From an optimization exercise on the open Yosys and OpenROAD flow, aimed at small area; shortcuts taken in it are not production practice.
In this exercise RTL edits were held to simulation tests only and were not proved equivalent to the original.
Power figures rest on the tool's default switching activity, not on a simulated workload.

==> v32: inputs <==
==> flow/design.v (excerpt) <==
module fetch_top (
    input  logic        clk_i,
    input  logic        rst_i,
    input  logic        stall_i,
    input  logic [31:0] fetch_instr_i,
    input  logic        wb_en_i,
    input  logic [4:0]  wb_addr_i,
    input  logic [31:0] wb_data_i,
    output logic [31:0] fetch_pc_o,
    output logic        issue_valid_o,
    output logic [31:0] issue_pc_o,
    output logic [31:0] issue_instr_o,
    output logic        mispredict_o
);
==> module sel_aoi22, before the edit <==
module sel_aoi22 (
    input  logic a0, b0, a1, b1,
    output logic y_n
);
    assign y_n = ~((a0 & b0) | (a1 & b1));
endmodule
==> module onehot_mux32, before the edit <==
module onehot_mux32 #(
    parameter int W = 32
) (
    input  logic [31:0]   sel_i,
    input  logic [31:0][W-1:0] data_i,
    output logic [W-1:0]  data_o
);
    for (genvar b = 0; b < W; b++) begin : g_bit
        logic [10:0] part_n;
        for (genvar g = 0; g < 11; g++) begin : g_grp
            if (g < 10) begin : g_three
                sel_aoi222 u_aoi (
                    .a0 (sel_i[3*g]),   .b0 (data_i[3*g][b]),
                    .a1 (sel_i[3*g+1]), .b1 (data_i[3*g+1][b]),
                    .a2 (sel_i[3*g+2]), .b2 (data_i[3*g+2][b]),
                    .y_n (part_n[g])
                );
            end else begin : g_two
                sel_aoi22 u_aoi (
                    .a0 (sel_i[30]), .b0 (data_i[30][b]),
                    .a1 (sel_i[31]), .b1 (data_i[31][b]),
                    .y_n (part_n[g])
                );
            end
        end
        assign data_o[b] = ~&part_n;
    end
endmodule
==> module reg_file, before the edit <==
module reg_file (
    input  logic                clk_i,
    input  logic                rst_i,
    input  fetch_pkg::reg_idx_t rs1_i,
    input  fetch_pkg::reg_idx_t rs2_i,
    input  logic                wb_en_i,
    input  fetch_pkg::reg_idx_t wb_addr_i,
    input  fetch_pkg::word_t    wb_data_i,
    output fetch_pkg::word_t    rd1_o,
    output fetch_pkg::word_t    rd2_o
);
    logic [31:1][31:0] regs_q;
    logic [31:1]       written_q;
    logic [31:0][31:0] rd_data;
    for (genvar i = 1; i < 32; i++) begin : g_reg
        always_ff @(posedge clk_i or posedge rst_i) begin
            if (rst_i) begin
                written_q[i] <= 1'b0;
            end else if (wb_en_i && (wb_addr_i == i)) begin
                written_q[i] <= 1'b1;
            end
        end
        always_ff @(posedge clk_i) begin
            if (wb_en_i && (wb_addr_i == i)) begin
                regs_q[i] <= wb_data_i;
            end
        end
    end
    logic [31:0] sel1;
    logic [31:0] sel2;
    assign sel1    = (32'd1 << rs1_i) & {written_q, 1'b0};
    assign sel2    = (32'd1 << rs2_i) & {written_q, 1'b0};
    assign rd_data = {regs_q, 32'd0};
    onehot_mux32 #(.W(32)) u_rd1 (.sel_i(sel1), .data_i(rd_data), .data_o(rd1_o));
    onehot_mux32 #(.W(32)) u_rd2 (.sel_i(sel2), .data_i(rd_data), .data_o(rd2_o));
endmodule
Settings: LEC_CHECK=0, CAP_MARGIN=20, CORE_MARGIN=2, CORE_UTILIZATION=45, SLEW_MARGIN=20, SYNTH_HIERARCHICAL=1; clock period 10.0 ns.
run.sh (not shown) runs the stock make flow with config.mk's settings and CLKGATE_MAP_FILE= SYNTH_SCRIPT=/design/flow/synth_recipe.tcl, a recipe that flattens the netlist after the stock synthesis.
==> inputs of v30, as changes to v32 <==
--- a/flow/design.v
+++ b/flow/design.v
@@ -13,36 +13,27 @@
 );
     assign y_n = ~((a0 & b0) | (a1 & b1) | (a2 & b2));
 endmodule
-module sel_aoi22 (
-    input  logic a0, b0, a1, b1,
-    output logic y_n
-);
-    assign y_n = ~((a0 & b0) | (a1 & b1));
-endmodule
 module onehot_mux32 #(
-    parameter int W = 32
+    parameter int W = 32,
+    parameter int N = 32
 ) (
-    input  logic [31:0]   sel_i,
-    input  logic [31:0][W-1:0] data_i,
-    output logic [W-1:0]  data_o
+    input  logic [N-1:0]        sel_i,
+    input  logic [N-1:0][W-1:0] data_i,
+    output logic [W-1:0]        data_o
 );
+    localparam int P = (N == 32) ? 12 : 11;
     for (genvar b = 0; b < W; b++) begin : g_bit
-        logic [10:0] part_n;
-        for (genvar g = 0; g < 11; g++) begin : g_grp
-            if (g < 10) begin : g_three
-                sel_aoi222 u_aoi (
-                    .a0 (sel_i[3*g]),   .b0 (data_i[3*g][b]),
-                    .a1 (sel_i[3*g+1]), .b1 (data_i[3*g+1][b]),
-                    .a2 (sel_i[3*g+2]), .b2 (data_i[3*g+2][b]),
-                    .y_n (part_n[g])
-                );
-            end else begin : g_two
-                sel_aoi22 u_aoi (
-                    .a0 (sel_i[30]), .b0 (data_i[30][b]),
-                    .a1 (sel_i[31]), .b1 (data_i[31][b]),
-                    .y_n (part_n[g])
-                );
-            end
+        logic [P-1:0] part_n;
+        for (genvar g = 0; g < 10; g++) begin : g_grp
+            sel_aoi222 u_aoi (
+                .a0 (sel_i[3*g]),   .b0 (data_i[3*g][b]),
+                .a1 (sel_i[3*g+1]), .b1 (data_i[3*g+1][b]),
+                .a2 (sel_i[3*g+2]), .b2 (data_i[3*g+2][b]),
+                .y_n (part_n[g])
+            );
+        end
+        for (genvar e = 30; e < N; e++) begin : g_one
+            assign part_n[e - 20] = ~(sel_i[e] & data_i[e][b]);
         end
         assign data_o[b] = ~&part_n;
     end
@@ -173,7 +164,6 @@
 );
     logic [31:1][31:0] regs_q;
     logic [31:1]       written_q;
-    logic [31:0][31:0] rd_data;
     for (genvar i = 1; i < 32; i++) begin : g_reg
         always_ff @(posedge clk_i or posedge rst_i) begin
             if (rst_i) begin
@@ -188,13 +178,16 @@
             end
         end
     end
-    logic [31:0] sel1;
-    logic [31:0] sel2;
-    assign sel1    = (32'd1 << rs1_i) & {written_q, 1'b0};
-    assign sel2    = (32'd1 << rs2_i) & {written_q, 1'b0};
-    assign rd_data = {regs_q, 32'd0};
-    onehot_mux32 #(.W(32)) u_rd1 (.sel_i(sel1), .data_i(rd_data), .data_o(rd1_o));
-    onehot_mux32 #(.W(32)) u_rd2 (.sel_i(sel2), .data_i(rd_data), .data_o(rd2_o));
+    logic [31:0] dec1;
+    logic [31:0] dec2;
+    logic [31:1] sel1;
+    logic [31:1] sel2;
+    assign dec1 = 32'd1 << rs1_i;
+    assign dec2 = 32'd1 << rs2_i;
+    assign sel1 = dec1[31:1] & written_q;
+    assign sel2 = dec2[31:1] & written_q;
+    onehot_mux32 #(.W(32), .N(31)) u_rd1 (.sel_i(sel1), .data_i(regs_q), .data_o(rd1_o));
+    onehot_mux32 #(.W(32), .N(31)) u_rd2 (.sel_i(sel2), .data_i(regs_q), .data_o(rd2_o));
 endmodule
 `timescale 1ns/100ps
 module decode_resolve (
==> flow/flow/run.sh (new file) <==
#!/bin/bash
# Standard layout, with a lighter clock tree (no dummy loads, sink clusters
# of at most 7 flip-flops within 60 um on clkbuf_4) and buf_1 port buffers.
set -euo pipefail
bash standard.sh \
  "CTS_ARGS=-sink_clustering_enable -repair_clock_nets -dont_use_dummy_load -buf_list sky130_fd_sc_hd__clkbuf_4 -sink_clustering_size 7 -sink_clustering_max_diameter 60" \
  "BUFFER_PORTS_ARGS=-buffer_cell sky130_fd_sc_hd__buf_1" \
  finish > make_finish.log 2>&1
==> flow/standard.sh (new file) <==
#!/bin/bash
# synth_recipe.tcl (not shown) runs the flow's synth.tcl, then flattens the netlist and writes it again
# the make line also repeats each setting of config.mk as NAME=value (left out here)
make -C /OpenROAD-flow-scripts/flow DESIGN_CONFIG=/design/flow/config.mk WORK_HOME=/design/flow/orfs CLKGATE_MAP_FILE= SYNTH_SCRIPT=/design/flow/synth_recipe.tcl "${@:-finish}"
removed: flow/run.sh
==> run summary <==
Of v30 and v32, v32 has the higher utilization (gap 3.3 points). Via count: v30 is lower than v32 (about 1.3%). Between v32 and v30, the lower sequential share of layout area is in v32 (gap 4.8 points). In v32 the final area is higher than in v30, by 7.2%. Of v30 and v32, v32 has the higher global-route usage (gap 0.57 points). First-iteration DRC count: v30 is lower than v32 (about 2.4%). Of v30 and v32, v32 has the higher critical path depth (gap 1). Against v30, the die area of v32 is larger by 0.78%. Between v32 and v30, the lower fmax is in v30 (gap about 7%, measured against v30). Between v30 and v32, the lower total power is in v30 (gap about 20%, measured against v32).
==> figures <==
quantity                                                                       v32                        v30
Result of the run                                 no timing/DRC/antenna violations  no timing/DRC/antenna violations
Antenna violations before repair                                                40                         21
Met3 layer wire length in the routed design                                54.9 mm                    48.9 mm
VDD IR-drop max                                                           0.157 mV                   0.120 mV
Largest net degree at the start of global routing                               56                         67
Sequential share of power                                                    51.6%                      63.0%
Net count, final                                                             7,280                      7,201
Clkbuf count                                                                   414                        484
Mapped cell area                                                         0.117 mm²                  0.116 mm²
Share of cell area taken by flip-flops and latches                           66.9%                      71.7%
Critical path endpoint                              u_decode_resolve.ex_next_o[27]       u_fetch_unit.pc_q[9]
Die area                                                                 0.263 mm²                  0.261 mm²
CTS Root Buffer Type                                    sky130_fd_sc_hd__clkbuf_16  sky130_fd_sc_hd__clkbuf_4
Clock network power                                                      11,800 µW                    6280 µW
Net Switching                                                              6960 µW                    6210 µW
Measured slew at the worst slew-check pin                                  1.15 ns                    1.12 ns
CP Depth                                                                        18                         17
Synth top area share                                                         74.2%                      74.7%
Final total power                                                        29,200 µW                  23,700 µW
Multiplexer area fraction after synthesis                                   0.530%                     0.555%
Combinational logic power                                                  2290 µW                    2480 µW
Area taken by multi-input logic gates                                   0.0263 mm²                 0.0248 mm²

========
==> job 2519: inputs <==
RTL: one of the versions met above, not the one the previous note started from.
clock: 10.0 ns
lec_check: 0
cap_margin: 20
core_margin: 2
core_utilization: 45
slew_margin: 20
synth_hierarchical: 1
standard.sh (not shown) runs the stock make flow with config.mk's settings and CLKGATE_MAP_FILE= SYNTH_SCRIPT=/design/flow/synth_recipe.tcl, a recipe that flattens the netlist after the stock synthesis.
==> flow/flow/run.sh <==
#!/bin/bash
# Standard layout, with a lighter clock tree (no dummy loads, sink clusters
# of at most 8 flip-flops within 60 um on clkbuf_4) and buf_1 port buffers.
set -euo pipefail
bash standard.sh \
  "CTS_ARGS=-sink_clustering_enable -repair_clock_nets -dont_use_dummy_load -buf_list sky130_fd_sc_hd__clkbuf_4 -sink_clustering_size 8 -sink_clustering_max_diameter 60" \
  "BUFFER_PORTS_ARGS=-buffer_cell sky130_fd_sc_hd__buf_1" \
  finish > make_finish.log 2>&1
==> job 2816: changes against job 2519 <==
==> flow/flow/run.sh (replaced) <==
#!/bin/bash
# Standard layout, with no dummy loads in the clock tree and buf_1 port
# buffers.
set -euo pipefail
bash standard.sh \
  "CTS_ARGS=-sink_clustering_enable -repair_clock_nets -dont_use_dummy_load" \
  "BUFFER_PORTS_ARGS=-buffer_cell sky130_fd_sc_hd__buf_1" \
  finish > make_finish.log 2>&1
==> qor summary <==
quantity                                                                    job 2519                            job 2816
Endpoint with the worst hold slack                 u_decode_resolve.issue_instr_o[8]  u_decode_resolve.issue_instr_o[31]
Clock power frac                                                               0.257                               0.369
Minimum setup slack in the final design                                      2.54 ns                             2.50 ns
Filler cell count in the final layout                                          21.1k                               20.4k
Final-layout clock buffer total                                                  438                                 327
Fraction of power consumed by combinational cells                              0.106                               0.090
Final instance count without filler cells                                      10.4k                               10.3k
P_sw                                                                         6170 uW                             6590 uW
Data required, critical path                                                11.29 ns                            10.73 ns
Vias per inst                                                                   7.28                                7.31
First-pass GRT wire length                                                 556000 um                           553000 um
Worst-Skew Late Latency                                                      1.48 ns                             0.96 ns
Worst reg2reg setup slack                                                    2.54 ns                             2.50 ns
Routing usage on met2                                                          0.483                               0.484
Clk_skew                                                                    0.198 ns                            0.117 ns
Number of diodes added for antenna fixing                                         20                                   9
Crit path DAT                                                                8.75 ns                             8.23 ns
Routed length on met2                                                      190000 um                           190000 um
Fin nets                                                                        7155                                7044
Met1 Use GR                                                                    0.383                               0.382
Remaining max-slew budget at the tightest pin                                  0.261                               0.245
Clock slew at reported path FFs                                              0.11 ns                             0.05 ns
Result of the run                                   no timing/DRC/antenna violations    no timing/DRC/antenna violations
Clock group total power                                                      6030 uW                            10200 uW
Peak per-stage delay on the critical path                                    1.03 ns                             1.01 ns

-- afterwards: timing with drivers on the ports --
The results above use ideal ports. As a check the final layouts listed here were re-extracted and re-timed, cells and wires unchanged.
Step 1: set_driving_cell puts a clkbuf_16 on clk_i and a buf_2 on each other input, an assumption about the parent block.
Step 2 moves the port delays by t, midway between the first and last clock arrival at a register: inputs arrive t later, outputs are due t later. That takes back most of the time a late clock gives input paths.
Three values: ideal ports, drivers, drivers and shift; two values: the first two.
run	t (ns)	setup WS [ns]	hold slack, ns
v32	0.966	2.941 / 2.941 / 2.941	0.365 / 0.365 / 0.365
v30	1.374	2.453 / 2.453 / 2.453	0.381 / 0.381 / 0.381
job 2519	1.492	2.539 / 2.539 / 2.539	0.379 / 0.379 / 0.379
job 2816	1.015	2.497 / 2.497 / 2.497	0.376 / 0.376 / 0.376
After both steps every run listed still meets setup and hold.
